Background: an optimization exercise with open tools, aiming at small area and a short achievable clock period. Do not read the settings as production practice. In this exercise RTL edits were held to simulation tests only and were not proved equivalent to the original. No activity file was given, so power comes from the tool's default toggle rates.

[design/flow/config.mk]
export PLATFORM = sky130hd
export DESIGN_NAME = acc_channel_hub
export DESIGN_NICKNAME = acc_channel_hub
export VERILOG_FILES = /design/flow/design.v
export SDC_FILE = /design/flow/constraint.sdc
export NUM_CORES = 4
export LEC_CHECK = 0
export CAP_MARGIN = 50
export CORE_MARGIN = 2
export CORE_UTILIZATION = 40
export CTS_BUF_LIST = sky130_fd_sc_hd__clkbuf_16
export CTS_CLUSTER_DIAMETER = 90
export CTS_CLUSTER_SIZE = 27
export SETUP_SLACK_MARGIN = 3.0
export SLEW_MARGIN = 50
export TNS_END_PERCENT = 0
[design/flow/constraint.sdc]
create_clock -name core_clock -period 5.0 [get_ports {clk_i}]
set_input_delay 1.0000 -clock core_clock [delete_from_list [all_inputs] [get_ports {clk_i}]]
set_output_delay 1.0000 -clock core_clock [all_outputs]
set_load 0.01 [all_outputs]
[design/flow/design.v]
package acc_hub_pkg;
  typedef enum logic [1:0] {
    StIdle,
    StRun,
    StDone
  } hub_state_e;
  localparam int unsigned DefDw    = 32;
  localparam int unsigned DefDepth = 16;
  function automatic integer ptr_width(input integer depth);
    ptr_width = $clog2(depth) + 1;
  endfunction
endpackage
module sync_fifo #(
  parameter int unsigned Depth = acc_hub_pkg::DefDepth
) (
  input  logic             clk_i,
  input  logic             reset_i,
  input  logic             push_i,      
  input  logic             pop_i,       
  output logic             ld_din_o,    
  output logic             ld_body_o,   
  output logic             clr_o,       
  output logic [Depth-2:0] we_o,        
  output logic [Depth-2:0] rd_oh_o,
  output logic             empty_o,
  output logic             full_o,
  output logic             empty_d_o,   
  output logic             full_d_o
);
  localparam int unsigned BodyN = Depth - 1;
  logic [4:0]       n_q, n_d;
  logic [3:0]       wr_q;
  logic [BodyN-1:0] rd_q, wr_oh;
  logic             e_q, f_q, e_d, f_d;
  logic             one, fm1, bw;
  assign one = (n_q == 5'd1);
  assign fm1 = (n_q == 5'(Depth - 1));
  assign ld_din_o  = push_i & (e_q | (pop_i & one));
  assign ld_body_o = pop_i & ~one;
  assign clr_o     = pop_i & one & ~push_i;
  assign bw        = push_i & ~e_q & ~(pop_i & one);
  always_comb begin
    for (int r = 0; r < BodyN; r++) wr_oh[r] = (wr_q == 4'(r));
  end
  assign we_o = {BodyN{push_i}} & wr_oh;
  assign e_d = e_q ? ~push_i : (one & pop_i & ~push_i);
  assign f_d = f_q ? ~pop_i  : (fm1 & push_i & ~pop_i);
  always_comb begin
    n_d = n_q;
    if (push_i & ~pop_i) n_d = n_q + 5'd1;
    if (pop_i & ~push_i) n_d = n_q - 5'd1;
  end
  always_ff @(posedge clk_i) begin
    if (reset_i) begin
      n_q  <= '0;
      wr_q <= '0;
      rd_q <= BodyN'(1);
      e_q  <= 1'b1;
      f_q  <= 1'b0;
    end else begin
      n_q <= n_d;
      e_q <= e_d;
      f_q <= f_d;
      if (bw)        wr_q <= (wr_q == 4'(BodyN - 1)) ? 4'd0 : wr_q + 4'd1;
      if (ld_body_o) rd_q <= {rd_q[BodyN-2:0], rd_q[BodyN-1]};
    end
  end
  assign rd_oh_o   = rd_q;
  assign empty_o   = e_q;
  assign full_o    = f_q;
  assign empty_d_o = e_d;
  assign full_d_o  = f_d;
endmodule
module acc_channel_hub #(
  parameter int unsigned NCh   = 2,
  parameter int unsigned Dw    = acc_hub_pkg::DefDw,
  parameter int unsigned Depth = acc_hub_pkg::DefDepth,
  parameter int unsigned CntW  = 16
) (
  input  logic              clk_i,
  input  logic              reset_i,
  input  logic              start_i,
  input  logic [2:0]        ch_sel_i,
  input  logic              bypass_i,
  input  logic [CntW-1:0]   word_count_i,
  input  logic              tx_valid_i,
  input  logic [Dw-1:0]     tx_data_i,
  output logic              tx_ready_o,
  output logic              rx_valid_o,
  output logic [Dw-1:0]     rx_data_o,
  input  logic              rx_ready_i,
  output logic              busy_o,
  output logic              done_o,
  output logic              err_sel_o,
  output logic [NCh-1:0]    acc_enable_o,
  input  logic [NCh-1:0]    acc_get_i,
  output logic [NCh*Dw-1:0] acc_data_out_o,
  output logic [NCh-1:0]    to_acc_empty_o,
  input  logic [NCh-1:0]    acc_put_i,
  input  logic [NCh*Dw-1:0] acc_data_in_i,
  output logic [NCh-1:0]    from_acc_full_o,
  output logic [NCh-1:0]    ovf_err_o
);
  localparam int unsigned BodyN = Depth - 1;
  logic            run_q, done_q, busy_q, err_q, ch_q, byp_q;
  logic [CntW-1:0] txr_q, rxr_q;           
  logic [1:0]      ovf_q, acc_en_q;
  logic            tx_ready_q, rx_valid_q;
  logic [1:0]      tcan_q;    
  logic [1:0]      fcan_q;    
  logic [1:0]      bhit_q;    
  logic [Dw-1:0]   head_a_q, head_b_q;     
  logic [Dw-1:0]   to_head_q [2];
  logic [BodyN-1:0][Dw-1:0] to_body_q   [2];
  logic [BodyN-1:0][Dw-1:0] from_body_q [2];
  logic [1:0] t_push, t_pop, t_ld_din, t_ld_body, t_clr, t_e, t_f, t_e_d, t_f_d;
  logic [1:0] f_push, f_pop, f_ld_din, f_ld_body, f_clr, f_e, f_f, f_e_d, f_f_d;
  logic [BodyN-1:0] t_we [2], t_rd [2], f_we [2], f_rd [2];
  logic [Dw-1:0] f_din [2];
  logic idle, sel_valid, job_start, rx_xfer;
  assign idle      = ~busy_q;
  assign sel_valid = (ch_sel_i[2:1] == 2'b00);
  assign job_start = idle & start_i & sel_valid;
  assign rx_xfer   = rx_ready_i & rx_valid_q;
  for (genvar c = 0; c < 2; c++) begin : g_ctl
    assign t_push[c] = tx_valid_i & tcan_q[c];
    assign t_pop[c]  = acc_get_i[c] & ~t_e[c];
    assign f_push[c] = bhit_q[c] ? (tx_valid_i & fcan_q[c]) : (acc_put_i[c] & ~f_f[c]);
    assign f_din[c]  = bhit_q[c] ? tx_data_i : acc_data_in_i[c*Dw +: Dw];
    assign f_pop[c]  = rx_xfer & (ch_q == c[0]);
    sync_fifo #(.Depth(Depth)) u_to_ctl (
      .clk_i, .reset_i, .push_i(t_push[c]), .pop_i(t_pop[c]),
      .ld_din_o(t_ld_din[c]), .ld_body_o(t_ld_body[c]), .clr_o(t_clr[c]), .we_o(t_we[c]),
      .rd_oh_o(t_rd[c]), .empty_o(t_e[c]), .full_o(t_f[c]),
      .empty_d_o(t_e_d[c]), .full_d_o(t_f_d[c]));
    sync_fifo #(.Depth(Depth)) u_from_ctl (
      .clk_i, .reset_i, .push_i(f_push[c]), .pop_i(f_pop[c]),
      .ld_din_o(f_ld_din[c]), .ld_body_o(f_ld_body[c]), .clr_o(f_clr[c]), .we_o(f_we[c]),
      .rd_oh_o(f_rd[c]), .empty_o(f_e[c]), .full_o(f_f[c]),
      .empty_d_o(f_e_d[c]), .full_d_o(f_f_d[c]));
  end
  logic [Dw-1:0] to_rd_data [2];
  logic [Dw-1:0] fr_rd_data [2];
  always_comb begin
    for (int c = 0; c < 2; c++) begin
      to_rd_data[c] = '0;
      fr_rd_data[c] = '0;
      for (int r = 0; r < BodyN; r++) begin
        to_rd_data[c] = to_rd_data[c] | ({Dw{t_rd[c][r]}} & to_body_q[c][r]);
        fr_rd_data[c] = fr_rd_data[c] | ({Dw{f_rd[c][r]}} & from_body_q[c][r]);
      end
    end
  end
  logic            run_d, done_d, ch_d, byp_d, txnz_d, busy_d;
  logic [1:0]      ovf_d;
  logic [Dw-1:0]   nh_a, nh_b;
  logic            sw;
  always_comb begin
    run_d  = run_q;
    done_d = 1'b0;
    ch_d   = ch_q;
    byp_d  = byp_q;
    txnz_d = (txr_q != '0);
    if (idle) begin
      if (job_start) begin
        ch_d   = ch_sel_i[0];
        byp_d  = bypass_i;
        run_d  = (word_count_i != '0);
        done_d = (word_count_i == '0);
        txnz_d = (word_count_i != '0);
      end
    end else if (run_q) begin
      if (tx_valid_i && tx_ready_q) txnz_d = (txr_q != CntW'(1));
      if (rx_xfer && (rxr_q == CntW'(1))) begin
        run_d  = 1'b0;
        done_d = 1'b1;
      end
    end
  end
  assign busy_d = run_d | done_d;
  always_comb begin
    for (int c = 0; c < 2; c++)
      ovf_d[c] = (ovf_q[c] | (~bhit_q[c] & acc_put_i[c] & f_f[c])) &
                 ~(job_start & (ch_sel_i[0] == c[0]));
  end
  logic ld_din_a, ld_body_a, clr_a, ld_din_b;
  assign ld_din_a  = ch_q ? f_ld_din[1]  : f_ld_din[0];
  assign ld_body_a = ch_q ? f_ld_body[1] : f_ld_body[0];
  assign clr_a     = ch_q ? f_clr[1]     : f_clr[0];
  assign ld_din_b  = ch_q ? f_ld_din[0]  : f_ld_din[1];
  always_comb begin
    if (ld_din_a)       nh_a = ch_q ? f_din[1] : f_din[0];
    else if (ld_body_a) nh_a = ch_q ? fr_rd_data[1] : fr_rd_data[0];
    else if (clr_a)     nh_a = '0;
    else                nh_a = head_a_q;
    if (ld_din_b)       nh_b = ch_q ? acc_data_in_i[0 +: Dw] : acc_data_in_i[Dw +: Dw];
    else                nh_b = head_b_q;
  end
  assign sw = job_start & (ch_sel_i[0] != ch_q);
  logic tx_ready_d;
  assign tx_ready_d = run_d & txnz_d & ~(byp_d ? f_f_d[ch_d] : t_f_d[ch_d]);
  always_ff @(posedge clk_i) begin
    if (reset_i) begin
      run_q      <= 1'b0;
      done_q     <= 1'b0;
      busy_q     <= 1'b0;
      err_q      <= 1'b0;
      ch_q       <= 1'b0;
      ovf_q      <= '0;
      acc_en_q   <= '0;
      tx_ready_q <= 1'b0;
      rx_valid_q <= 1'b0;
      tcan_q     <= '0;
      fcan_q     <= '0;
      bhit_q     <= '0;
      head_a_q   <= '0;
      head_b_q   <= '0;
    end else begin
      run_q      <= run_d;
      done_q     <= done_d;
      busy_q     <= busy_d;
      err_q      <= idle & start_i & ~sel_valid;
      ch_q       <= ch_d;
      ovf_q      <= ovf_d;
      acc_en_q   <= {run_d & ~byp_d & ch_d, run_d & ~byp_d & ~ch_d};
      tx_ready_q <= tx_ready_d;
      rx_valid_q <= run_d & ~f_e_d[ch_d];
      tcan_q     <= {tx_ready_d & ~byp_d & ch_d, tx_ready_d & ~byp_d & ~ch_d};
      fcan_q     <= {tx_ready_d &  byp_d & ch_d, tx_ready_d &  byp_d & ~ch_d};
      bhit_q     <= {busy_d & byp_d & ch_d, busy_d & byp_d & ~ch_d};
      head_a_q   <= sw ? nh_b : nh_a;
      head_b_q   <= sw ? nh_a : nh_b;
    end
  end
  always_ff @(posedge clk_i) begin
    byp_q <= byp_d;
    if (job_start) begin
      txr_q <= word_count_i;
      rxr_q <= word_count_i;
    end else begin
      if (tx_valid_i && tx_ready_q) txr_q <= txr_q - CntW'(1);
      if (rx_xfer)                  rxr_q <= rxr_q - CntW'(1);
    end
  end
  for (genvar c = 0; c < 2; c++) begin : g_data
    always_ff @(posedge clk_i) begin
      if (reset_i)               to_head_q[c] <= '0;
      else if (t_ld_din[c])      to_head_q[c] <= tx_data_i;
      else if (t_ld_body[c])     to_head_q[c] <= to_rd_data[c];
      else if (t_clr[c])         to_head_q[c] <= '0;
    end
    for (genvar r = 0; r < BodyN; r++) begin : g_row
      always_ff @(posedge clk_i) begin
        if (t_we[c][r]) to_body_q[c][r]   <= tx_data_i;
        if (f_we[c][r]) from_body_q[c][r] <= f_din[c];
      end
    end
  end
  assign tx_ready_o      = tx_ready_q;
  assign rx_valid_o      = rx_valid_q;
  assign rx_data_o       = head_a_q;
  assign busy_o          = busy_q;
  assign done_o          = done_q;
  assign err_sel_o       = err_q;
  assign acc_enable_o    = acc_en_q;
  assign acc_data_out_o  = {to_head_q[1], to_head_q[0]};
  assign to_acc_empty_o  = t_e;
  assign from_acc_full_o = f_f;
  assign ovf_err_o       = ovf_q;
endmodule
[design/flow/flow/run.sh]
#!/bin/bash
# Standard ORFS layout, with the ports buffered by buf_2 cells instead of the
# slow delay-buffer cell buffer_ports picks by default.
set -euo pipefail
export BUFFER_PORTS_ARGS="-buffer_cell sky130_fd_sc_hd__buf_2"
bash standard.sh > flow_standard.log 2>&1
[design/flow/standard.sh]
#!/bin/bash
# synth_recipe.tcl (not shown) runs the flow's synth.tcl, then flattens the netlist and writes it again
# the make line also repeats each setting of config.mk as NAME=value (left out here)
make -C /OpenROAD-flow-scripts/flow DESIGN_CONFIG=/design/flow/config.mk WORK_HOME=/design/flow/orfs CLKGATE_MAP_FILE= SYNTH_SCRIPT=/design/flow/synth_recipe.tcl "${@:-finish}"
==> impl_results.md, run 1 <==
- Slowest cell on the critical path: dfxtp_2
- Static Leak: about 29 nW
- Largest net degree at the start of global routing: 85
- Async S/R FF share, synth: 0%
- Nets: ~5,500
- Clock sink count: roughly 2,200
- Avg WL per Cell: 31.56 um
- Crit end category: primary output
- Num ports: between 200 and 250
- Cell area power density: roughly 340 nW/um2
- DRC viols: 0
- Clk Latency, worst-skew pair: around 780 ps
- Synth Instances: 5,210
- Area of the multi-input gates: 18,280 um2
- Critical path buffers and inverters: 1
- Initial Utilization: 40.19%
- Clock Skew: slightly below 50 ps
- DR vias: 50,590
- Internal power: between 20 and 25 mW
- CTS tree: yes
- Slew HR: between 40 and 50%
- Synth Cell Area: around 82,000 um2
- H-tree depth: 3
- Most frequent cells in the layout: edfxtp_1 (1,952), a22oi_1 (586), nand2_1 (357)
- WS Path Type: flip-flop to primary output
- Max-slew violations: 0
- Clk slew on worst S/H paths: between 100 and 150 ps
- Least-Margin Pin Slew: ~770 ps
- Synth unique cells: between 50 and 60
- CP required: 4000 ps
- CP cell instances: buf_2
- Port-buffer cells: 233
- R2r worst-path depth: 6
- Reg power frac: approximately two thirds
- Final Cell Area: 92,180 um2
- Area Overhead vs Synth: 12.10%
- Final Hold Violating Endpoints: 0
- Die width: around 460 um
- Syn_area_per_cell: 15.78 um2
- Row cnt: about 170
- Core Area: 204,600 um2
- WP data arrival: approximately 1400 ps
- CP delay by family, top: flip-flops
- Min-delay worst type: flip-flop to flip-flop
- Seq cells post-synth: between 2,000 and 2,500
- Final HPWL DP: around 150 mm
- Power Total: 31.09 mW
- Sequential fraction of the synthesis area: between 70% and 80%
- FF+latch area: 63,850 um2
- Fin Setup TNS: 0 ps
- Syn nets: approximately 5,400
- Worst VDD drop: 0.0002701 V
- Clk pwr share: 30.2%
- GP Congestion: 0.8700
- Post-CTS Hold Fix Bufs: 0
- Hold WS: ~430 ps
- Startpoint types: flip-flop
- CP peak stage delay: roughly 450 ps
- First-pass GRT wire length: about 360 mm
- Drt pass-1 iters: 7
- Fill count: 17,550
- Switch Pwr: 6.811 mW
- Setup repair after global routing missed its margin: yes
- Setup violators final: 0
- Main synth FF type: edfxtp_1
- Post-synth EDFFs: approximately 2,000
- Synth warnings: 18
- WHS Path Cells: 2
- Final ANT Viol Nets: 0
- Via-to-Cell Ratio: about 6
- Total gr overflow: 0
- Most common cell after layout, fill and taps aside: edfxtp_1
- Status: timing/DRC/antenna clean
- Comb pwr share: about 4.6%
- Fin crit period: approximately 2400 ps
- Num CTS Buffers: 95
- DP Area: 87,790 um2
- Fin crit share: 47.66%
- Max-Cap Viols: 0
- Number of global-route vias before repair: around 48,000
- Worst path depth: 1
- DR iter-0 viols: between 7,000 and 8,000
- Tot GR Track Use: 23.80%
- Die area: about 210,000 um2
- Final wirelength: 258.1 mm
- CTS Buffer Depth: 3
- Max frequency: between 400 and 500 MHz
- Crit path max fanout: 2
- Root buffer cell: clkbuf_16
- Antenna violations before repair: 18
- Sw Ratio: between 20% and 30%
- Setup ws final: between 2000 and 3000 ps
- Worst slack, placed: about 1300 ps
- Layout cells sized above 1: between 15 and 20%
- DIE HEIGHT: between 400 and 500 um
-- metal layers --
layer  vias up  part of all wire, %  GRT usage [%]
li1      21300                    -              -
met4         2                  5.5          12.55
met2      2647                   47          37.43
met5         -               0.0050              0
met1     26260                   40          32.52
met3       383                  8.2          2.841
-- per-stage QoR --
| stage | util [%] | instances |
|---|---|---|
| 3_5_place_dp | 42.91 | 7926 |
| 3_3_place_gp | 42.63 | 7902 |
| 5_1_grt | 45.05 | 8168 |
| 2_1_floorplan | - | 5210 |
| 6_report | 45.06 | 8179 |
| 4_1_cts | 44.62 | 8132 |
-- flip-flops by register name, indices dropped and copies added (netlist names), 2 cells and up --
| name | flops |
|---|---|
| g_ctl.u_to_ctl.rd_q | 30 |
| g_ctl.u_to_ctl.wr_q | 8 |
| g_ctl.u_to_ctl.n_q | 10 |
| g_ctl.u_from_ctl.rd_q | 30 |
| from_body_q | 960 |
| txr_q | 16 |
| to_head_q | 64 |
| g_ctl.u_from_ctl.e_q | 2 |
| head_b_q | 32 |
| bhit_q | 2 |
| ovf_q | 2 |
| tcan_q | 2 |
| g_ctl.u_from_ctl.f_q | 2 |
| rxr_q | 16 |
| g_ctl.u_from_ctl.n_q | 10 |
| g_ctl.u_to_ctl.f_q | 2 |
| g_ctl.u_to_ctl.e_q | 2 |
| fcan_q | 2 |
| to_body_q | 960 |
| g_ctl.u_from_ctl.wr_q | 8 |
| acc_en_q | 2 |
| head_a_q | 32 |
-- final cells by class --
type                            count  area share (%)
Inverter                           31          0.1289
Sequential cell                  2202           69.26
Timing Repair Buffer              462           3.923
Clock inverter                     80          0.4696
Tap cell                         2688           3.648
Multi-Input combinational cell   2598           19.83
Antenna cell                       19         0.05158
Clock buffer                       99           2.687
-- power groups by stage --
stage	Sequential (mW)	Clock, mW	Combinational [mW]
2_1_floorplan	20.6	0	0.616
5_1_grt	20.3	10.1	1.50
6_report	20.3	9.38	1.43
3_3_place_gp	20.7	0	1.28
3_5_place_dp	20.7	0	1.32
4_1_cts	20.3	9.49	1.35
-- cell families (layout without fill, tap and decap cells) --
group                    count (synthesis)  after routing  share of synthesized area (%)
multiplexers                           106            106                          1.388
flip-flops                            2202           2202                          77.37
other                                    0             19                              0
adder cells (fa/ha/maj)                 24             24                         0.3652
AO/OA/AOI/OAI                         1407           1408                          12.87
XOR/XNOR                                38             38                         0.4047
AND/OR/NAND/NOR                       1021           1022                          5.666
buffers and inverters                  412            672                          1.938
-- worst paths after layout --
kind / startpoint / end / slack, ps
max reg2reg: g_ctl[1].u_to_ctl.rd_q[3] / to_head_q[1][25] / 2620
min: g_ctl[1].u_from_ctl.rd_q[7] / g_ctl[1].u_from_ctl.rd_q[8] / 430
min reg2reg: g_ctl[1].u_from_ctl.rd_q[7] / g_ctl[1].u_from_ctl.rd_q[8] / 430
max: head_a_q[7] / rx_data_o[7] / 2620
-- repair_timing --
item,CTS,global route
endpoints found under the setup margin,2264,2266
resized for setup,102,137
buffers inserted,24,24
cloned,3,3
pin swaps,16,12
-- cell usage after synthesis (all sizes together) (65+ instances only) --
cell type     n  share of area [%]
a21oi       186                1.1
a221oi      184                2.0
a22o        123                1.3
a22oi       586                5.3
a31oi        76               0.58
and3         68               0.52
clkbuf      337                1.5
dfxtp       250                6.1
edfxtp     1952                 71
nand2       362                1.7
nor2        279                1.3
nor3        100               0.61
o32ai        65               0.72
==> run 2, diff against run 1 <==
--- a/design/flow/config.mk
+++ b/design/flow/config.mk
@@ -5,12 +5,12 @@
 export SDC_FILE = /design/flow/constraint.sdc
 export NUM_CORES = 4
 export LEC_CHECK = 0
-export CAP_MARGIN = 50
+export CAP_MARGIN = 20
 export CORE_MARGIN = 2
 export CORE_UTILIZATION = 40
 export CTS_BUF_LIST = sky130_fd_sc_hd__clkbuf_16
 export CTS_CLUSTER_DIAMETER = 90
 export CTS_CLUSTER_SIZE = 27
 export SETUP_SLACK_MARGIN = 3.0
-export SLEW_MARGIN = 50
+export SLEW_MARGIN = 70
 export TNS_END_PERCENT = 0
==> impl_results.md, run 2 <==
- Status: timing/DRC/antenna clean
- Row cnt: 166 (unchanged)
- DP Area: 90,060 um2 (+2.6%)
- Tot GR Track Use: 23.92% (+0.12 points)
- Post-synth top area share: 71.28% (unchanged)
- Most frequent cell after synthesis: edfxtp_1
- Cells after DPL: 8,045 (+1.5%)
- Static Leak: 29.61 nW (+3.0%)
- Startpoint types: flip-flop
- Slew HR: 64.28% (+16 points)
- Layout Cells excl Fill: 8,276 (+1.2%)
- Synth area leader: edfxtp_1
- Fin crit period: 2372 ps (-10.65 ps)
- Initial Utilization: 40.19% (unchanged)
- Most common cell after layout, fill and taps aside: edfxtp_1
- CTS Buffer Depth: 3 (unchanged)
- Fin Setup TNS: 0 ps (unchanged)
- WS Path Type: flip-flop to primary output
- Setup violators final: 0 (unchanged)
- Largest net degree at the start of global routing: 65 (-24%)
- Most frequent cells in the layout: edfxtp_1 (1,952), a22oi_1 (586), nand2_1 (353)
- Seq cells post-synth: 2,202 (unchanged)
- Final ANT Viol Nets: 0 (unchanged)
- Core Util, Final: 46.01% (+0.95 points)
- Worst VDD drop: 0.0002440 V (-9.6%)
- Setup repair after global routing missed its margin: yes
- FF+latch area: 63,910 um2 (+0.11%)
- Post-CTS Hold Fix Bufs: 0 (unchanged)
- Die width: 457.4 um (unchanged)
- R2R setup slack: 2660 ps (+40 ps)
- Setup ws final: 2628 ps (+10.65 ps)
- Synth cell count leaders: edfxtp_1 (1,952), a22oi_1 (586), nand2_1 (362), clkbuf_1 (337), nor2_1 (279)
- Fill count: 17,390 (-0.94%)
- Via-to-Cell Ratio: 6.148 (-0.60%)
- H-tree depth: 3 (unchanged)
- First-pass GRT wire length: 362.2 mm (+0.71%)
- CP cell instances: buf_2
- Max-Cap Viols: 0 (unchanged)
- Fin crit share: 47.45% (-0.21 points)
- CP delay by family, top: flip-flops
- Crit end category: primary output
- Synth Cell Area: 82,230 um2 (unchanged)
- Max-slew violations: 0 (unchanged)
- Slowest cell on the critical path: dfxtp_2
- Nets: 5,645 (+1.9%)
- Min-delay worst type: flip-flop to flip-flop
- Core Area: 204,600 um2 (unchanged)
- Num ports: 234 (unchanged)
- Final wirelength: 257.8 mm (-0.13%)
- DR iter-0 viols: 6,669 (-5.4%)
- CTS tree: yes
- Die area: 209,200 um2 (unchanged)
- GP Congestion: 0.8700 (unchanged)
- Sequential fraction of the synthesis area: 77.37% (unchanged)
- Syn nets: 5,359 (unchanged)
- CP peak stage delay: 450 ps (about the same)
- Post-synth EDFFs: 1,952 (unchanged)
- Synth Instances: 5,210 (unchanged)
- Biggest regs: from_body_q (960), to_body_q (960), to_head_q (64)
- Antenna violations before repair: 16 (-2)
- Syn_area_per_cell: 15.78 um2 (unchanged)
- Max frequency: 421.5 MHz (+0.45%)
- Final Hold Violating Endpoints: 0 (unchanged)
- Total gr overflow: 0 (unchanged)
- Area of the multi-input gates: 18,420 um2 (+0.75%)
- Number of global-route vias before repair: 48,790 (+2.0%)
- Drt pass-1 iters: 6 (-1)
- Synth unique cells: 57 (unchanged)
- Final HPWL DP: 161.5 mm (+5.0%)
- Main synth FF type: edfxtp_1
- CP required: 4000 ps (about the same)
- Num CTS Buffers: 95 (unchanged)
- Least-Margin Pin Slew: 533.0 ps (-236.4 ps)
- Avg WL per Cell: 31.15 um (-1.3%)
- Clock Skew: 40.57 ps (-8.885 ps)
- DIE HEIGHT: 457.4 um (unchanged)
- Port-buffer cells: 233 (unchanged)
- Clk Latency, worst-skew pair: 770 ps (about the same)
- Clk slew on worst S/H paths: 100 ps (about the same)
- Critical path buffers and inverters: 1 (unchanged)
- Area Overhead vs Synth: 14.46%
- Final Cell Area: 94,120 um2 (+2.1%)
- DRC viols: 0 (unchanged)
- Cell area power density: 331.6 nW/um2 (-1.7%)
- Area contributors post-synth: edfxtp_1 (71%), dfxtp_1 (6.1%), a22oi_1 (5.3%)
- Synth warnings: 18 (unchanged)
- Async S/R FF share, synth: 0% (unchanged)
- Layout cells sized above 1: 18.39% (+1.7 points)
- Clock sink count: 2,202 (unchanged)
- DR vias: 50,880 (+0.58%)
- WP data arrival: 1370 ps (about the same)
- Root buffer cell: clkbuf_16
- Worst slack, placed: 1302 ps (-36.26 ps)
- Crit path max fanout: 2 (unchanged)
## run 2: cell counts after synthesis
No cell type changed its count.
## run 2: kinds of logic (layout without fill, tap and decap cells)
kind of cell	after synthesis	in the layout	share of synthesized area, %
XOR/XNOR	38	38	0.4047
AND/OR/NAND/NOR	1021	1021	5.666
other	0	10	0
AO/OA/AOI/OAI	1407	1407	12.87
flip-flops	2202	2202	77.37
adder cells (fa/ha/maj)	24	24	0.3652
buffers and inverters	412	780	1.938
multiplexers	106	106	1.388
## run 2: timing repair
| action | CTS | global route |
|---|---|---|
| setup buffers | 20 | 12 |
| gates cloned | 2 | 2 |
| resized for setup | 108 | 51 |
| setup endpoints to repair | 2171 | 2044 |
| pin swaps | 10 | 6 |
## run 2: area by class of cell
type,instances,share of cell area (%)
multi-input combinational,2596,19.57
antenna,10,0.02659
inverter,31,0.1236
timing repair buffer,570,5.697
clock inverter,82,0.5277
clock buffer,97,2.579
tap,2688,3.573
sequential,2202,67.90
## run 2: path summary, 6_finish.rpt
check | from | to | depth (start not counted)
max | head_a_q[7] | rx_data_o[7] | 1
min | g_ctl[1].u_from_ctl.rd_q[7] | g_ctl[1].u_from_ctl.rd_q[8] | 2
max reg2reg | busy_q | head_b_q[25] | 7
min reg2reg | g_ctl[1].u_from_ctl.rd_q[7] | g_ctl[1].u_from_ctl.rd_q[8] | 2
## run 2: routing by layer
layer	global-route usage [%]	vias up	share of wire (%)
li1	-	21500	-
met2	37.55	2662	47
met1	32.34	26360	39
met3	3.120	361	8.2
met4	13.16	2	5.8
met5	0	-	0.0054
## run 2: stage by stage
stage | hold slack [ps] | power (mW)
after floorplan | 472.8 | 21.26
after global placement | 447.1 | 21.98
after detailed placement | 467.9 | 22.08
after CTS | 442.5 | 31.26
after global routing | 487.3 | 31.99
final | 456.5 | 31.21
## run 2: worst reg2reg max path, cell delays in order, from the launching register on
cell     delay, ps
dfxtp_4        370
buf_4          180
nor4b_4        280
buf_4          240
nand2_1        170
or2_2          330
buf_12         200
o32ai_1        450
## run 2: report_power, final
part	leakage [nW]	total, mW	internal, mW	switching (mW)
sequential	19.7	20.3	20.1	0.127
clock	1.65	9.45	3.78	5.66
combinational	8.26	1.50	0.448	1.05
total	29.6	31.2	24.4	6.84
==> run 3, diff against run 2 <==
--- a/design/flow/config.mk
+++ b/design/flow/config.mk
@@ -9,8 +9,8 @@
 export CORE_MARGIN = 2
 export CORE_UTILIZATION = 40
 export CTS_BUF_LIST = sky130_fd_sc_hd__clkbuf_16
-export CTS_CLUSTER_DIAMETER = 90
-export CTS_CLUSTER_SIZE = 27
+export CTS_CLUSTER_DIAMETER = 80
+export CTS_CLUSTER_SIZE = 24
 export SETUP_SLACK_MARGIN = 3.0
-export SLEW_MARGIN = 70
+export SLEW_MARGIN = 50
 export TNS_END_PERCENT = 0
==> impl_results.md, run 3 <==
- Status: timing/DRC/antenna clean
- Tot GR Track Use: 23.86% (-0.055 points)
- Area contributors post-synth: edfxtp_1 (71%), dfxtp_1 (6.1%), a22oi_1 (5.3%)
- Fin crit period: 2346 ps (-26.74 ps)
- Core Area: 204,600 um2 (unchanged)
- Fin Setup TNS: 0 ps (unchanged)
- CP peak stage delay: 400 ps (-50 ps)
- Setup violators final: 0 (unchanged)
- Initial Utilization: 40.19% (unchanged)
- WS Path Type: flip-flop to primary output
- Clock sink count: 2,202 (unchanged)
- Synth warnings: 18 (unchanged)
- Fin crit share: 46.91% (-0.53 points)
- Setup repair after global routing missed its margin: yes
- Uppermost routed layer: met5
- Die width: 457.4 um (unchanged)
- Met1 WL: 102.3 mm (+0.63%)
- WP data arrival: 1350 ps (-20 ps)
- Seq cells post-synth: 2,202 (unchanged)
- Synth Instances: 5,210 (unchanged)
- Number of global-route vias before repair: 47,980 (-1.7%)
- Layout cells sized above 1: 17.58% (-0.81 points)
- CTS tree: yes
- Most frequent cell after synthesis: edfxtp_1
- Final ANT Viol Nets: 0 (unchanged)
- Max frequency: 426.3 MHz (+1.1%)
- Worst slack, placed: 1334 ps (+32.36 ps)
- Final Hold Violating Endpoints: 0 (unchanged)
- Synth Cell Area: 82,230 um2 (unchanged)
- Core Util, Final: 45.38% (-0.62 points)
- Clk Latency, worst-skew pair: 790 ps (+20 ps)
- DR iter-0 viols: 7,127 (+6.9%)
- Worst VDD drop: 0.0003104 V (+27%)
- Slew HR: 51.84% (-12 points)
- Post-CTS Hold Fix Bufs: 0 (unchanged)
- Cells after DPL: 7,926 (-1.5%)
- Max-Cap Viols: 0 (unchanged)
- Area Overhead vs Synth: 12.91%
- Static Leak: 28.98 nW (-2.1%)
- Synth cell count leaders: edfxtp_1 (1,952), a22oi_1 (586), nand2_1 (362), clkbuf_1 (337), nor2_1 (279)
- Biggest regs: from_body_q (960), to_body_q (960), to_head_q (64)
- Final HPWL DP: 153.9 mm (-4.7%)
- Crit end category: primary output
- DR vias: 50,740 (-0.27%)
- CP delay by family, top: flip-flops
- Max-slew violations: 0 (unchanged)
- Sequential fraction of the synthesis area: 77.37% (unchanged)
- DIE HEIGHT: 457.4 um (unchanged)
- Root buffer cell: clkbuf_16
- Most common cell after layout, fill and taps aside: edfxtp_1
- Routed length on met3: 21.65 mm (+2.0%)
- Num ports: 234 (unchanged)
- CP cell instances: buf_2
- Row cnt: 166 (unchanged)
- Startpoint types: flip-flop
- Via-to-Cell Ratio: 6.193 (+0.73%)
- Main synth FF type: edfxtp_1
- DRC viols: 0 (unchanged)
- Most frequent cells in the layout: edfxtp_1 (1,952), a22oi_1 (586), nand2_1 (356)
- Syn_area_per_cell: 15.78 um2 (unchanged)
- Final wirelength: 259.8 mm (+0.78%)
- Power Total: 32.07 mW (+2.8%)
- H-tree depth: 3 (unchanged)
- Avg WL per Cell: 31.71 um (+1.8%)
- Port-buffer cells: 233 (unchanged)
- Async S/R FF share, synth: 0% (unchanged)
- CP required: 4000 ps (about the same)
- CTS Buffer Depth: 3 (unchanged)
- Clk slew on worst S/H paths: 100 ps (about the same)
- Crit path max fanout: 2 (unchanged)
- Num CTS Buffers: 111 (+17%)
- GP Congestion: 0.8700 (unchanged)
- Synth unique cells: 57 (unchanged)
- Drt pass-1 iters: 8 (+2)
- Total gr overflow: 0 (unchanged)
- First-pass GRT wire length: 360.6 mm (-0.44%)
- Nets: 5,550 (-1.7%)
- Clock Skew: 51.59 ps (+11.02 ps)
- Syn nets: 5,359 (unchanged)
- Post-synth top area share: 71.28% (unchanged)
- Critical path buffers and inverters: 1 (unchanged)
- Met2 wire length: 121.1 mm (+0.98%)
- Min-delay worst type: flip-flop to flip-flop
- Slowest cell on the critical path: dfxtp_1
- Setup ws final: 2654 ps (+26.74 ps)
- Antenna violations before repair: 19 (+3)
- Synth area leader: edfxtp_1
- Least-Margin Pin Slew: 722.5 ps (+189.5 ps)
- Largest net degree at the start of global routing: 85 (+31%)
- Cell area power density: 345.4 nW/um2 (+4.2%)
- Die area: 209,200 um2 (unchanged)
- Layout Cells excl Fill: 8,194 (-0.99%)
- Post-synth EDFFs: 1,952 (unchanged)
-- run 3: cell types whose count changed in the layout (fill, tap and decap cells not counted), sizes merged, moves of 3 or more --
cell           change
buf               -98
diode              +8
clkinv             +9
inv                -6
clkdlybuf4s25      -3
clkbuf             +7
-- run 3: layer usage --
layer  track usage, %  up-vias
met5                0        -
met4            12.87        2
met3            3.001      389
met2            37.44     2716
met1            32.47    26330
li1                 -    21310
-- run 3: logic make-up (layout without fill, tap and decap cells) --
family,count (synthesis),in the layout,share of synthesized area [%]
buffers and inverters,412,687,1.938
xor gates and xnor gates,38,38,0.4047
DFF,2202,2202,77.37
AOI/OAI and AO/OA,1407,1408,12.87
and+or+nand+nor,1021,1023,5.666
other,0,18,0
muxes,106,106,1.388
adders and majority gates,24,24,0.3652
-- run 3: path summary, 6_finish.rpt --
check | to | slack, ps | startpoint | cells after the start
min | g_ctl[1].u_from_ctl.rd_q[1] | 440 | g_ctl[1].u_from_ctl.rd_q[0] | 2
max | rx_data_o[10] | 2650 | head_a_q[10] | 1
min reg2reg | g_ctl[1].u_from_ctl.rd_q[1] | 440 | g_ctl[1].u_from_ctl.rd_q[0] | 2
max reg2reg | to_body_q[1][274] | 2670 | tcan_q[1] | 5
-- run 3: what timing repair did --
action / CTS / global route
resized for setup: 183 / 109
pin swaps: 18 / 6
gates cloned: 3 / 5
setup endpoints to repair: 2269 / 2267
setup buffers: 27 / 14
-- run 3: area by class of cell --
| cell class | instances | area, um2 |
|---|---|---|
| timing repair buffer | 456 | 3566 |
| clock inverter | 87 | 653.1 |
| antenna | 18 | 45.04 |
| multi-input combinational | 2599 | 18360 |
| inverter | 31 | 118.9 |
| fill | 17490 | 111700 |
| tap | 2688 | 3363 |
| clock buffer | 113 | 2828 |
| sequential | 2202 | 63920 |
-- run 3: where the power goes --
group / total, mW / internal, mW / switching [mW]
logic: 1.46 / 0.413 / 1.04
clock network: 10.3 / 4.39 / 5.94
registers: 20.3 / 20.1 / 0.140
total: 32.1 / 24.9 / 7.13
-- run 3: through the flow --
stage / hold WS (ps) / cell area, um2
floorplan: 472.8 / 82680
global placement: 447.1 / 87220
detailed placement: 448.5 / 87790
CTS: 437.2 / 92090
global route: 497.8 / 92830
finish: 442.2 / 92850
==> run 4, diff against run 3 <==
--- a/design/flow/design.v
+++ b/design/flow/design.v
@@ -32,9 +32,9 @@
   logic [3:0]       wr_q;
   logic [BodyN-1:0] rd_q, wr_oh;
   logic             e_q, f_q, e_d, f_d;
-  logic             one, fm1, bw;
-  assign one = (n_q == 5'd1);
-  assign fm1 = (n_q == 5'(Depth - 1));
+  logic             one, fm1, one_d, fm1_d, inc, dec, bw;
+  assign inc = push_i & ~pop_i;
+  assign dec = pop_i & ~push_i;
   assign ld_din_o  = push_i & (e_q | (pop_i & one));
   assign ld_body_o = pop_i & ~one;
   assign clr_o     = pop_i & one & ~push_i;
@@ -42,13 +42,15 @@
   always_comb begin
     for (int r = 0; r < BodyN; r++) wr_oh[r] = (wr_q == 4'(r));
   end
-  assign we_o = {BodyN{push_i}} & wr_oh;
-  assign e_d = e_q ? ~push_i : (one & pop_i & ~push_i);
-  assign f_d = f_q ? ~pop_i  : (fm1 & push_i & ~pop_i);
+  assign we_o = {BodyN{bw}} & wr_oh;
+  assign e_d   = inc ? 1'b0 : dec ? one : e_q;
+  assign f_d   = inc ? fm1 : dec ? 1'b0 : f_q;
+  assign one_d = inc ? e_q : dec ? (n_q == 5'd2) : one;
+  assign fm1_d = inc ? (n_q == 5'(Depth - 2)) : dec ? f_q : fm1;
   always_comb begin
     n_d = n_q;
-    if (push_i & ~pop_i) n_d = n_q + 5'd1;
-    if (pop_i & ~push_i) n_d = n_q - 5'd1;
+    if (inc) n_d = n_q + 5'd1;
+    if (dec) n_d = n_q - 5'd1;
   end
   always_ff @(posedge clk_i) begin
     if (reset_i) begin
@@ -57,8 +59,12 @@
       rd_q <= BodyN'(1);
       e_q  <= 1'b1;
       f_q  <= 1'b0;
+      one  <= 1'b0;
+      fm1  <= 1'b0;
     end else begin
       n_q <= n_d;
+      one <= one_d;
+      fm1 <= fm1_d;
       e_q <= e_d;
       f_q <= f_d;
       if (bw)        wr_q <= (wr_q == 4'(BodyN - 1)) ? 4'd0 : wr_q + 4'd1;
@@ -139,15 +145,16 @@
       .rd_oh_o(f_rd[c]), .empty_o(f_e[c]), .full_o(f_f[c]),
       .empty_d_o(f_e_d[c]), .full_d_o(f_f_d[c]));
   end
+  logic [1:0]    act_q;
   logic [Dw-1:0] to_rd_data [2];
-  logic [Dw-1:0] fr_rd_data [2];
-  always_comb begin
+  logic [Dw-1:0] fr_rd_data;
+  always_comb begin
+    fr_rd_data = '0;
     for (int c = 0; c < 2; c++) begin
       to_rd_data[c] = '0;
-      fr_rd_data[c] = '0;
       for (int r = 0; r < BodyN; r++) begin
         to_rd_data[c] = to_rd_data[c] | ({Dw{t_rd[c][r]}} & to_body_q[c][r]);
-        fr_rd_data[c] = fr_rd_data[c] | ({Dw{f_rd[c][r]}} & from_body_q[c][r]);
+        fr_rd_data    = fr_rd_data | ({Dw{f_rd[c][r] & act_q[c]}} & from_body_q[c][r]);
       end
     end
   end
@@ -188,12 +195,19 @@
   assign ld_body_a = ch_q ? f_ld_body[1] : f_ld_body[0];
   assign clr_a     = ch_q ? f_clr[1]     : f_clr[0];
   assign ld_din_b  = ch_q ? f_ld_din[0]  : f_ld_din[1];
-  always_comb begin
-    if (ld_din_a)       nh_a = ch_q ? f_din[1] : f_din[0];
-    else if (ld_body_a) nh_a = ch_q ? fr_rd_data[1] : fr_rd_data[0];
+  logic       a_tx_q, a_in0_q, a_in1_q;    
+  logic [Dw-1:0] din_a, din_b;
+  assign din_a = ({Dw{a_tx_q}}  & tx_data_i) |
+                 ({Dw{a_in0_q}} & acc_data_in_i[0 +: Dw]) |
+                 ({Dw{a_in1_q}} & acc_data_in_i[Dw +: Dw]);
+  assign din_b = ({Dw{act_q[1]}} & acc_data_in_i[0 +: Dw]) |
+                 ({Dw{act_q[0]}} & acc_data_in_i[Dw +: Dw]);
+  always_comb begin
+    if (ld_din_a)       nh_a = din_a;
+    else if (ld_body_a) nh_a = fr_rd_data;
     else if (clr_a)     nh_a = '0;
     else                nh_a = head_a_q;
-    if (ld_din_b)       nh_b = ch_q ? acc_data_in_i[0 +: Dw] : acc_data_in_i[Dw +: Dw];
+    if (ld_din_b)       nh_b = din_b;
     else                nh_b = head_b_q;
   end
   assign sw = job_start & (ch_sel_i[0] != ch_q);
@@ -215,6 +229,10 @@
       bhit_q     <= '0;
       head_a_q   <= '0;
       head_b_q   <= '0;
+      act_q      <= 2'b01;
+      a_tx_q     <= 1'b0;
+      a_in0_q    <= 1'b1;
+      a_in1_q    <= 1'b0;
     end else begin
       run_q      <= run_d;
       done_q     <= done_d;
@@ -230,6 +248,10 @@
       bhit_q     <= {busy_d & byp_d & ch_d, busy_d & byp_d & ~ch_d};
       head_a_q   <= sw ? nh_b : nh_a;
       head_b_q   <= sw ? nh_a : nh_b;
+      act_q      <= {ch_d, ~ch_d};
+      a_tx_q     <= busy_d & byp_d;
+      a_in0_q    <= ~(busy_d & byp_d) & ~ch_d;
+      a_in1_q    <= ~(busy_d & byp_d) &  ch_d;
     end
   end
   always_ff @(posedge clk_i) begin
--- a/design/flow/config.mk
+++ b/design/flow/config.mk
@@ -9,8 +9,8 @@
 export CORE_MARGIN = 2
 export CORE_UTILIZATION = 40
 export CTS_BUF_LIST = sky130_fd_sc_hd__clkbuf_16
-export CTS_CLUSTER_DIAMETER = 80
-export CTS_CLUSTER_SIZE = 24
+export CTS_CLUSTER_DIAMETER = 90
+export CTS_CLUSTER_SIZE = 27
 export SETUP_SLACK_MARGIN = 3.0
-export SLEW_MARGIN = 50
+export SLEW_MARGIN = 20
 export TNS_END_PERCENT = 0
==> impl_results.md, run 4 <==
- Status: timing/DRC/antenna clean
- Main synth FF type: edfxtp_1
- Setup repair after global routing missed its margin: yes
- Setup violators final: 0 (unchanged)
- Nets: 5,750 (+3.6%)
- Fin crit period: 2476 ps (+130.9 ps)
- Die width: 460.7 um (+0.72%)
- Synth warnings: 16 (-2)
- Least-Margin Pin Slew: 1185 ps (+462.6 ps)
- Min-delay worst type: input pin to flip-flop
- Antenna violations before repair: 24 (+5)
- Most frequent cells in the layout: edfxtp_1 (1,952), a22oi_1 (663), nand2_1 (320)
- Largest net degree at the start of global routing: 85 (unchanged)
- Post-synth top area share: 70.26% (-1.0 points)
- Synth unique cells: 69 (+21%)
- Avg WL per Cell: 32.56 um (+2.7%)
- Final ANT Viol Nets: 0 (unchanged)
- Crit path max fanout: 32 (+30)
- GP Congestion: 0.9059 (+4.1%)
- Post-synth EDFFs: 1,952 (unchanged)
- Layout cells sized above 1: 17.32% (-0.26 points)
- Startpoint types: flip-flop
- Most common cell after layout, fill and taps aside: edfxtp_1
- H-tree depth: 3 (unchanged)
- First-pass GRT wire length: 386.0 mm (+7.1%)
- Clock Skew: 52.67 ps (+1.082 ps)
- Final Hold Violating Endpoints: 0 (unchanged)
- Syn nets: 5,479 (+2.2%)
- Root buffer cell: clkbuf_16
- WP data arrival: 2930 ps (+1580 ps)
- Seq cells post-synth: 2,214 (+0.54%)
- R2r worst-path depth: 6 (+1)
- Via-to-Cell Ratio: 6.286 (+1.5%)
- Clk Latency, worst-skew pair: 820 ps (+30 ps)
- Num CTS Buffers: 100 (-9.9%)
- CTS tree: yes
- Clock sink count: 2,214 (+0.54%)
- Core Area: 207,300 um2 (+1.3%)
- Port-buffer cells: 233 (unchanged)
- Area Overhead vs Synth: 13.03%
- Worst slack, placed: 631.8 ps (-702.5 ps)
- R2R setup slack: 2520 ps (-150 ps)
- Sequential fraction of the synthesis area: 76.55% (-0.82 points)
- Cell area power density: 338.3 nW/um2 (-2.1%)
- Worst VDD drop: 0.0002701 V (-13%)
- CP cell instances: or3b_4 -> a211oi_4 -> buf_4 -> nand3_1 -> nor2_4 -> buf_8
- DRC viols: 0 (unchanged)
- Tot GR Track Use: 25.41% (+1.5 points)
- Max-slew violations: 0 (unchanged)
- Fin crit share: 49.53% (+2.6 points)
- Die area: 212,200 um2 (+1.4%)
- Max-Cap Viols: 0 (unchanged)
- Most frequent cell after synthesis: edfxtp_1
- Final wirelength: 276.1 mm (+6.3%)
- WS Path Type: flip-flop to flip-flop
- Num ports: 234 (unchanged)
- Area contributors post-synth: edfxtp_1 (70%), dfxtp_1 (6.3%), a22oi_1 (6.0%)
- Hold WS: 481.9 ps (+39.68 ps)
- Async S/R FF share, synth: 0% (unchanged)
- Initial Utilization: 40.25% (+0.053 points)
- Synth Instances: 5,326 (+2.2%)
- Fin Setup TNS: 0 ps (unchanged)
- Crit end category: flip-flop
- DIE HEIGHT: 460.7 um (+0.72%)
- Crit path to: from_body_q[0][356]
- Synth Cell Area: 83,430 um2 (+1.5%)
- Final HPWL DP: 162.3 mm (+5.5%)
- Number of global-route vias before repair: 50,570 (+5.4%)
- Synth cell count leaders: edfxtp_1 (1,952), a22oi_1 (663), clkbuf_1 (356), nand2_1 (329), dfxtp_1 (262)
- Synth area leader: edfxtp_1
- Biggest regs: from_body_q (960), to_body_q (960), to_head_q (64)
- Worst Setup SP: g_ctl[0].u_from_ctl.f_q
- Max frequency: 403.8 MHz (-5.3%)
- CTS Buffer Depth: 3 (unchanged)
- DR vias: 53,300 (+5.0%)
- Total gr overflow: 0 (unchanged)
- DR iter-0 viols: 8,483 (+19%)
- Static Leak: 29.75 nW (+2.7%)
- Post-CTS Hold Fix Bufs: 0 (unchanged)
- Fill count: 18,140 (+3.7%)
- CP required: 5450 ps (+1450 ps)
- Syn_area_per_cell: 15.66 um2 (-0.76%)
- Drt pass-1 iters: 7 (-1)
- Slowest cell on the critical path: or3b_4
- Slew HR: 21.00% (-31 points)
- Worst R2R Start: g_ctl[0].u_from_ctl.f_q
- CP peak stage delay: 450 ps (+50 ps)
- Row cnt: 167 (+0.60%)
- Setup ws final: 2524 ps (-130.9 ps)
- Worst r2r dst: from_body_q[0][356]
- Clk slew on worst S/H paths: 110 ps (about the same)
run 4: changes by cell type in the layout (fill, tap and decap cells not counted), moves of 55 or more:
cell	previous run	this run
o32ai_1	55	0
o21ai_0	29	157
a31oi_1	74	10
a221oi_1	184	77
a22oi_1	586	663
o221ai_1	0	68
a22o_1	123	210
dfxtp_1	136	191
nor2_1	237	96
nand3_1	55	165
buf_4	156	249
run 4: final cells by class:
cell class	count	area, um2	share of cell area, %
multi-input combinational	2687	18930	20.08
antenna	10	25.02	0.02654
sequential	2214	64010	67.88
tap	2788	3488	3.699
clock inverter	80	619.3	0.6568
timing repair buffer	559	4436	4.704
clock buffer	106	2653	2.813
inverter	35	136.4	0.1446
run 4: kinds of logic after synthesis:
logic type      after synthesis  share of synthesized area, %
simple gates                916                         5.225
xor+xnor                     33                        0.3465
mux                          76                         1.014
fa+ha+maj                    28                        0.4559
flops                      2214                         76.55
buf+inv                     430                         1.990
compound gates             1629                         14.42
run 4: critical path, delay by kind of cell, from the launching register on:
| kind | cells | cell delay [ps] |
|---|---|---|
| flip-flops | 1 | 370 |
| AO/OA/AOI/OAI | 1 | 210 |
| AND/OR/NAND/NOR | 3 | 960 |
| buffers and inverters | 2 | 540 |
run 4: metal layers:
layer / GRT usage [%] / vias to the layer above / routed length [um]
li1: - / 22130 / -
met1: 34.40 / 27380 / 106100
met2: 40.21 / 3233 / 127800
met3: 4.599 / 551 / 27790
met4: 11.01 / 6 / 14450
met5: 0 / - / 30
run 4: worst min-delay path by stage:
stage,start,slack (ps),cells after the start,endpoint
final,start_i,480,2,err_q
after global routing,start_i,460,2,err_q
after CTS,start_i,440,2,err_q
after detailed placement,g_ctl[1].u_to_ctl.rd_q[8],470,2,g_ctl[1].u_to_ctl.rd_q[8]
after global placement,g_ctl[1].u_to_ctl.rd_q[8],460,2,g_ctl[1].u_to_ctl.rd_q[8]
after floorplan,g_ctl[0].u_from_ctl.n_q[4],450,2,g_ctl[0].u_from_ctl.n_q[4]
run 4: timing repair:
| action | 4_1_cts | 5_1_grt |
|---|---|---|
| setup endpoints to repair | 2760 | 2289 |
| resized for setup | 228 | 32 |
| cloned | 11 | 0 |
| setup buffers | 100 | 13 |
| pin swaps | 41 | 14 |
run 4: through the flow:
stage	utilization, %	total power [mW]	instances	area (um2)
after floorplan	-	21.34	5326	83850
after global placement	42.90	22.09	8158	88910
after detailed placement	42.91	22.12	8159	88940
after CTS	45.38	31.96	8456	94060
after global routing	45.49	32.68	8474	94290
final	45.49	31.90	8479	94300
run 4: where the power goes:
group	total (mW)	internal, mW	leakage (nW)	switching [mW]
logic	1.44	0.392	8.27	1.04
registers	20.4	20.2	19.7	0.134
clock network	10.1	4.18	1.75	5.92
total	31.9	24.8	29.7	7.10
==> run 5, diff against run 4 <==
--- a/design/flow/design.v
+++ b/design/flow/design.v
@@ -42,7 +42,7 @@
   always_comb begin
     for (int r = 0; r < BodyN; r++) wr_oh[r] = (wr_q == 4'(r));
   end
-  assign we_o = {BodyN{bw}} & wr_oh;
+  assign we_o = {BodyN{push_i}} & wr_oh;
   assign e_d   = inc ? 1'b0 : dec ? one : e_q;
   assign f_d   = inc ? fm1 : dec ? 1'b0 : f_q;
   assign one_d = inc ? e_q : dec ? (n_q == 5'd2) : one;
--- a/design/flow/config.mk
+++ b/design/flow/config.mk
@@ -12,5 +12,5 @@
 export CTS_CLUSTER_DIAMETER = 90
 export CTS_CLUSTER_SIZE = 27
 export SETUP_SLACK_MARGIN = 3.0
-export SLEW_MARGIN = 20
+export SLEW_MARGIN = 50
 export TNS_END_PERCENT = 0
==> impl_results.md, run 5 <==
- Fill count: 17,880 (-1.4%)
- DRC viols: 0 (unchanged)
- Most frequent cells in the layout: edfxtp_1 (1,952), a22oi_1 (523), nand2_1 (225)
- CP required: 5480 ps (+30 ps)
- Drt pass-1 iters: 10 (+3)
- R2r worst-path depth: 8 (+2)
- Via-to-Cell Ratio: 6.389 (+1.6%)
- CTS Buffer Depth: 3 (unchanged)
- Power Total: 31.80 mW (-0.30%)
- Final Cell Area: 93,040 um2 (-1.3%)
- Num ports: 234 (unchanged)
- Clock Skew: 47.92 ps (-4.751 ps)
- Final Hold Violating Endpoints: 0 (unchanged)
- Fin crit period: 2417 ps (-59.08 ps)
- Slowest cell on the critical path: or3b_4
- Synth cell count leaders: edfxtp_1 (1,952), a22oi_1 (523), clkbuf_1 (301), dfxtp_1 (262), nor2_1 (251)
- Syn_area_per_cell: 16.12 um2 (+2.9%)
- Worst r2r dst: from_body_q[0][74]
- GP Congestion: 0.8772 (-3.2%)
- Final HPWL DP: 156.7 mm (-3.5%)
- Most frequent cell after synthesis: edfxtp_1
- Max frequency: 413.7 MHz (+2.4%)
- FF+latch area: 64,120 um2 (+0.18%)
- Worst Setup SP: acc_put_i[0]
- Clk Latency, worst-skew pair: 800 ps (-20 ps)
- Synth Area in Adders: 0.4591% (+0.0032 points)
- Cell area power density: 341.8 nW/um2 (+1.0%)
- Final ANT Viol Nets: 0 (unchanged)
- Max-slew violations: 0 (unchanged)
- Min-delay worst type: flip-flop to flip-flop
- Synth warnings: 16 (unchanged)
- Main synth FF type: edfxtp_1
- Nets: 5,503 (-4.3%)
- Final wirelength: 267.2 mm (-3.2%)
- DP Area: 88,320 um2 (-0.70%)
- Status: timing/DRC/antenna clean
- Clock sink count: 2,214 (unchanged)
- Layout cells sized above 1: 17.85% (+0.52 points)
- Row cnt: 167 (unchanged)
- Worst R2R Start: g_ctl[0].u_from_ctl.f_q
- Main combinational cell family by area after synthesis: compound AO/OA/AOI/OAI gates
- Clk slew on worst S/H paths: 100 ps (about the same)
- CP cell instances: buf_2 -> or3b_4 -> and2_4 -> inv_4 -> nand2_2 -> or2_4 -> nor3_4 -> buf_4 -> clkbuf_16
- Fin Setup TNS: 0 ps (unchanged)
- Core Area: 206,400 um2 (-0.40%)
- Antenna violations before repair: 23 (-4.2%)
- Static Leak: 28.89 nW (-2.9%)
- Synth Instances: 5,138 (-3.5%)
- Max-Cap Viols: 0 (unchanged)
- Post-synth EDFFs: 1,952 (unchanged)
- Most common cell after layout, fill and taps aside: edfxtp_1
- Post-synthesis mux area share: 1.155% (+0.14 points)
- Compound-Gate Fraction of Synth Area: 13.71% (-0.71 points)
- Post-synth top area share: 70.76% (+0.49 points)
- Slew HR: 48.48% (+27 points)
- Clk pwr share: 31.1% (-0.6 points)
- Synth Cell Area: 82,840 um2 (-0.70%)
- DR iter-0 viols: 8,292 (-2.3%)
- XOR/XNOR Fraction of Synth Area: 0.4017% (+0.055 points)
- H-tree depth: 3 (unchanged)
- Switch Pwr: 7.073 mW (-0.33%)
- Area of the multi-input gates: 18,460 um2 (-2.5%)
- Port-buffer cells: 233 (unchanged)
- Worst path depth: 9 (+3)
- CP peak stage delay: 450 ps (about the same)
- DR vias: 52,010 (-2.4%)
- Crit path to: from_body_q[0][74]
- Internal power: 24.73 mW (-0.30%)
- Syn nets: 5,291 (-3.4%)
- Die width: 459.1 um (-0.35%)
- Biggest regs: from_body_q (960), to_body_q (960), to_head_q (64)
- Critical path buffers and inverters: 4 (+2)
- Sequential fraction of the synthesis area: 77.09% (+0.54 points)
- CP delay by family, top: simple AND/OR/NAND/NOR gates
- Async S/R FF share, synth: 0% (unchanged)
- Comb pwr share: 4.8% (+0.3 points)
- Least-Margin Pin Slew: 771.8 ps (-413.2 ps)
- Avg WL per Cell: 32.82 um (+0.78%)
- WS Path Type: input pin to flip-flop
- Number of global-route vias before repair: 49,600 (-1.9%)
- CTS tree: yes
- Simple-Gate Fraction of Synth Area: 5.182% (-0.043 points)
- Largest net degree at the start of global routing: 86 (+1.2%)
- Area Overhead vs Synth: 12.31%
- Tot GR Track Use: 24.40% (-1.0 points)
- Area contributors post-synth: edfxtp_1 (71%), dfxtp_1 (6.3%), a22oi_1 (4.7%)
- R2R setup slack: 2610 ps (+90 ps)
- Setup violators final: 0 (unchanged)
- Setup repair after global routing missed its margin: yes
- Fin crit share: 48.35% (-1.2 points)
- Die area: 210,800 um2 (-0.69%)
- Root buffer cell: clkbuf_16
- Worst VDD drop: 0.0003963 V (+47%)
- Seq cells post-synth: 2,214 (unchanged)
- First-pass GRT wire length: 370.5 mm (-4.0%)
- Post-CTS Hold Fix Bufs: 0 (unchanged)
- Synth area leader: edfxtp_1
- Crit path max fanout: 16 (-50%)
- Initial Utilization: 40.13% (-0.12 points)
- DIE HEIGHT: 459.1 um (-0.35%)
- Synth unique cells: 74 (+7.2%)
- Num CTS Buffers: 99 (-1.0%)
- Sw Ratio: 22.24% (about the same)
- Startpoint types: input pin
- Reg power frac: 64.1% (+0.3 points)
- WP data arrival: 2900 ps (-30 ps)
- Crit end category: flip-flop
- Total gr overflow: 0 (unchanged)
[run 5: worst min-delay path by stage]
stage / from / end / cells past startpoint
global route: start_i / err_q / 2
CTS: g_ctl[1].u_to_ctl.rd_q[7] / g_ctl[1].u_to_ctl.rd_q[7] / 2
global placement: g_ctl[1].u_to_ctl.rd_q[7] / g_ctl[1].u_to_ctl.rd_q[7] / 2
detailed placement: g_ctl[1].u_to_ctl.rd_q[7] / g_ctl[1].u_to_ctl.rd_q[7] / 2
finish: g_ctl[1].u_to_ctl.rd_q[7] / g_ctl[1].u_to_ctl.rd_q[7] / 2
floorplan: g_ctl[0].u_from_ctl.fm1 / g_ctl[0].u_from_ctl.fm1 / 2
[run 5: worst reg2reg max path, cell delays in order (launching register included)]
cell and delay [ps]:
dfxtp_4 390, or3b_4 430, and2_4 190, inv_4 90
nand2_2 70, or2_4 320, nor3_4 170, buf_4 190
clkbuf_16 240
[run 5: metrics by stage]
stage               hold slack [ps]  cells  worst slack (ps)  utilization [%]
floorplan                     459.8   5138              1766                -
global placement              443.4   7875              1372            42.61
detailed placement            454.9   7892              1362            42.78
CTS                           468.1   8117              2605            44.80
global route                  484.5   8138              2577            45.06
finish                        464.5   8141              2583            45.07
[run 5: power by group through the flow]
stage / clock, mW / sequential (mW) / combinational [mW]
floorplan: 0 / 20.8 / 0.689
global placement: 0 / 20.8 / 1.40
detailed placement: 0 / 20.8 / 1.44
CTS: 9.99 / 20.4 / 1.47
global route: 10.6 / 20.4 / 1.61
finish: 9.89 / 20.4 / 1.53
[run 5: per-layer routing]
layer | vias up | wire length, um | global-route usage (%)
met5 | - | 32 | 0
met4 | 4 | 13580 | 11.18
met3 | 441 | 27520 | 4.197
met2 | 3151 | 122400 | 38.24
met1 | 26900 | 103700 | 33.30
li1 | 21520 | - | -
[run 5: kinds of logic after synthesis]
logic type                 after synthesis
DFF                                   2214
AOI/OAI and AO/OA                     1460
and+or+nand+nor                        886
buffers and inverters                  425
muxes                                   87
xor gates and xnor gates                38
adders and majority gates               28
[run 5: layout make-up]
cell class,count,share of cell area [%]
Antenna cell,7,0.01883
Clock buffer,102,2.743
Clock inverter,79,0.6186
Timing Repair Buffer,495,4.073
Multi-Input combinational cell,2503,19.84
Inverter,37,0.1520
Sequential cell,2214,68.92
Tap cell,2704,3.636
[run 5: what timing repair did]
action / in CTS / in global routing
buffers inserted: 44 / 11
gates resized for setup: 211 / 92
gates cloned: 0 / 6
endpoints found under the setup margin: 2240 / 2190
endpoints found under the hold margin: 0 / 0
pin swaps: 25 / 21
==> run 6, diff against run 5 <==
--- a/design/flow/config.mk
+++ b/design/flow/config.mk
@@ -9,8 +9,8 @@
 export CORE_MARGIN = 2
 export CORE_UTILIZATION = 40
 export CTS_BUF_LIST = sky130_fd_sc_hd__clkbuf_16
-export CTS_CLUSTER_DIAMETER = 90
-export CTS_CLUSTER_SIZE = 27
+export CTS_CLUSTER_DIAMETER = 80
+export CTS_CLUSTER_SIZE = 24
 export SETUP_SLACK_MARGIN = 3.0
-export SLEW_MARGIN = 50
+export SLEW_MARGIN = 20
 export TNS_END_PERCENT = 0
==> impl_results.md, run 6 <==
- Clock sink count: 2,214 (unchanged)
- Clk slew on worst S/H paths: 90 ps (about the same)
- Crit end category: flip-flop
- Startpoint types: flip-flop
- Port-buffer cells: 233 (unchanged)
- Slew HR: 24.24% (-24 points)
- Area Overhead vs Synth: 12.58%
- Syn_area_per_cell: 16.12 um2 (unchanged)
- Post-CTS Hold Fix Bufs: 0 (unchanged)
- Least-Margin Pin Slew: 1136 ps (+364.6 ps)
- Number of global-route vias before repair: 50,020 (+0.84%)
- Async S/R FF share, synth: 0% (unchanged)
- Row cnt: 167 (unchanged)
- Fin crit share: 48.16% (-0.19 points)
- DR vias: 52,130 (+0.22%)
- Die area: 210,800 um2 (unchanged)
- Max-Cap Viols: 0 (unchanged)
- Total gr overflow: 0 (unchanged)
- Final ANT Viol Nets: 0 (unchanged)
- First-pass GRT wire length: 373.3 mm (+0.76%)
- R2R setup slack: 2590 ps (-20 ps)
- Nets: 5,532 (+0.53%)
- CTS tree: yes
- Synth warnings: 16 (unchanged)
- Max-slew violations: 0 (unchanged)
- Clock Skew: 40.96 ps (-6.959 ps)
- Most common cell after layout, fill and taps aside: edfxtp_1
- Layout cells sized above 1: 18.09% (+0.25 points)
- CP cell instances: buf_4 -> a22o_1 -> a221oi_1 -> a41oi_1 -> nor4_1 -> a221o_1 -> o22ai_1
- R2r worst-path depth: 7 (-1)
- Post-synth top area share: 70.76% (unchanged)
- DP Area: 88,000 um2 (-0.36%)
- Final HPWL DP: 155.4 mm (-0.83%)
- Avg WL per Cell: 32.84 um (about the same)
- DIE HEIGHT: 459.1 um (unchanged)
- CP peak stage delay: 710 ps (+260 ps)
- Final wirelength: 268.4 mm (+0.45%)
- Slowest cell on the critical path: dfxtp_2
- Core Area: 206,400 um2 (unchanged)
- Die width: 459.1 um (unchanged)
- Synth Instances: 5,138 (unchanged)
- WP data arrival: 3120 ps (+220 ps)
- Power Total: 32.19 mW (+1.2%)
- Setup repair after global routing missed its margin: yes
- Synth Cell Area: 82,840 um2 (unchanged)
- Setup violators final: 0 (unchanged)
- Most frequent cell after synthesis: edfxtp_1
- Syn nets: 5,291 (unchanged)
- Clk Latency, worst-skew pair: 810 ps (about the same)
- Most frequent cells in the layout: edfxtp_1 (1,952), a22oi_1 (523), nand2_1 (226)
- DR iter-0 viols: 8,350 (+0.70%)
- DRC viols: 0 (unchanged)
- Largest net degree at the start of global routing: 86 (unchanged)
- Initial Utilization: 40.13% (unchanged)
- Setup ws final: 2592 ps (+9.530 ps)
- Sequential fraction of the synthesis area: 77.09% (unchanged)
- CP required: 5710 ps (+230 ps)
- Static Leak: 29.02 nW (+0.46%)
- Cell area power density: 345.2 nW/um2 (+0.99%)
- WS Path Type: flip-flop to flip-flop
- Via-to-Cell Ratio: 6.379 (-0.15%)
- Synth area leader: edfxtp_1
- Num CTS Buffers: 112 (+13%)
- WHS Path Cells: 2 (unchanged)
- Crit path max fanout: 18 (+2)
- Worst VDD drop: 0.0003809 V (-3.9%)
- GP Congestion: 0.8772 (unchanged)
- Status: timing/DRC/antenna clean
- Antenna violations before repair: 27 (+17%)
- Drt pass-1 iters: 11 (+1)
- H-tree depth: 3 (unchanged)
- Min-delay worst type: flip-flop to flip-flop
- Root buffer cell: clkbuf_16
- Main synth FF type: edfxtp_1
- Synth unique cells: 74 (unchanged)
- Seq cells post-synth: 2,214 (unchanged)
- CTS Buffer Depth: 3 (unchanged)
- Area contributors post-synth: edfxtp_1 (71%), dfxtp_1 (6.3%), a22oi_1 (4.7%)
- Max frequency: 415.3 MHz (+0.40%)
- Final Hold Violating Endpoints: 0 (unchanged)
- Synth cell count leaders: edfxtp_1 (1,952), a22oi_1 (523), clkbuf_1 (301), dfxtp_1 (262), nor2_1 (251)
- Worst slack, placed: 1347 ps (-15.09 ps)
- Num ports: 234 (unchanged)
- Biggest regs: from_body_q (960), to_body_q (960), to_head_q (64)
- Fin crit period: 2408 ps (-9.530 ps)
- Tot GR Track Use: 24.63% (+0.23 points)
- Post-synth EDFFs: 1,952 (unchanged)
- Fin Setup TNS: 0 ps (unchanged)
- Final Cell Area: 93,260 um2 (+0.24%)
[run 6: cell counts after synthesis]
No cell type changed its count.
[run 6: path summary, 6_finish.rpt]
check,start,to
max,g_ctl[0].u_from_ctl.rd_q[14],head_b_q[25]
min,g_ctl[1].u_to_ctl.rd_q[7],g_ctl[1].u_to_ctl.rd_q[7]
max reg2reg,g_ctl[0].u_from_ctl.rd_q[14],head_b_q[25]
min reg2reg,g_ctl[1].u_to_ctl.rd_q[7],g_ctl[1].u_to_ctl.rd_q[7]
[run 6: worst max-delay path, delay by kind of cell (launching register included)]
kind,cells,cell delay [ps]
compound gates,5,1100
buf+inv,1,390
flops,1,710
simple gates,1,100
[run 6: cell type report]
| type | instances | area (um2) |
|---|---|---|
| antenna | 6 | 15.01 |
| clock buffer | 114 | 2853 |
| clock inverter | 82 | 559.3 |
| fill | 17890 | 113200 |
| inverter | 37 | 141.4 |
| multi-input combinational | 2505 | 18440 |
| sequential | 2214 | 64100 |
| tap | 2704 | 3383 |
| timing repair buffer | 509 | 3770 |
[run 6: kinds of logic (layout without fill, tap and decap cells)]
family	count (synthesis)	in the layout	synth area share (%)
buffers and inverters	425	742	2.007
DFF	2214	2214	77.09
adders and majority gates	28	28	0.4591
muxes	87	88	1.155
and+or+nand+nor	886	891	5.182
AOI/OAI and AO/OA	1460	1460	13.71
xor gates and xnor gates	38	38	0.4017
other	0	6	0
[run 6: per-layer routing]
layer | track usage [%] | vias up | wire length, um
met5 | 0 | - | 47
met4 | 10.84 | 6 | 13280
met3 | 4.175 | 466 | 27270
met2 | 38.70 | 3149 | 123400
met1 | 33.74 | 26930 | 104400
li1 | - | 21570 | -
[run 6: repair_timing]
item	4_1_cts	5_1_grt
pin swaps	38	18
gates cloned	3	3
endpoints found under the setup margin	2256	2181
resized for setup	212	90
buffers inserted	73	14
[run 6: power breakdown]
group	leakage (nW)	switching (mW)	internal, mW	total, mW
Combinational	7.42	1.08	0.440	1.52
Sequential	19.8	0.144	20.2	20.4
Clock	1.82	6.02	4.27	10.3
[run 6: through the flow]
| step | hold WS, ps | util, % | instances |
|---|---|---|---|
| after global placement | 443.4 | 42.61 | 7875 |
| final | 464.1 | 45.18 | 8171 |
| after detailed placement | 454.9 | 42.63 | 7876 |
| after floorplan | 459.8 | - | 5138 |
| after global routing | 471.1 | 45.17 | 8168 |
| after CTS | 442.5 | 44.92 | 8148 |

[static timing again, ports no longer ideal]
Ports are ideal in the flow. The routed layouts listed here were re-timed in OpenROAD.
Step 1, drivers: a clkbuf_16 drives clk_i and a buf_2 each remaining input, both assumed.
Step 2 times the ports against the registers' clock, not the clock port: input delays grow and output delays shrink by t, the midpoint of the rising clock arrivals with the driver on.
Three values: no drivers, after step 1, after step 2; two values: the first two.
run	t (ns)	setup slack, ns	worst setup path at the end	clock arrival spread, ns	slew at the worst register clock pin (ns)
run 1	0.842	2.617 / 2.529 / 1.867	input to register	0.055 / 0.054	0.11 / 0.11
run 2	0.837	2.628 / 2.545 / 1.934	input to register	0.050 / 0.050	0.12 / 0.12
run 3	0.861	2.654 / 2.561 / 1.863	input to register	0.055 / 0.055	0.10 / 0.10
run 4	0.884	2.524 / 2.445 / 1.671	input to register	0.061 / 0.060	0.12 / 0.12
run 5	0.873	2.583 / 2.532 / 1.785	input to register	0.055 / 0.055	0.12 / 0.12
run 6	0.883	2.592 / 2.511 / 1.734	input to register	0.043 / 0.043	0.10 / 0.10
After both steps setup and hold are still met in every run listed. For run 6, which loses most, drivers alone change the setup slack by -0.081 ns; drivers and shift together by -0.858 ns.
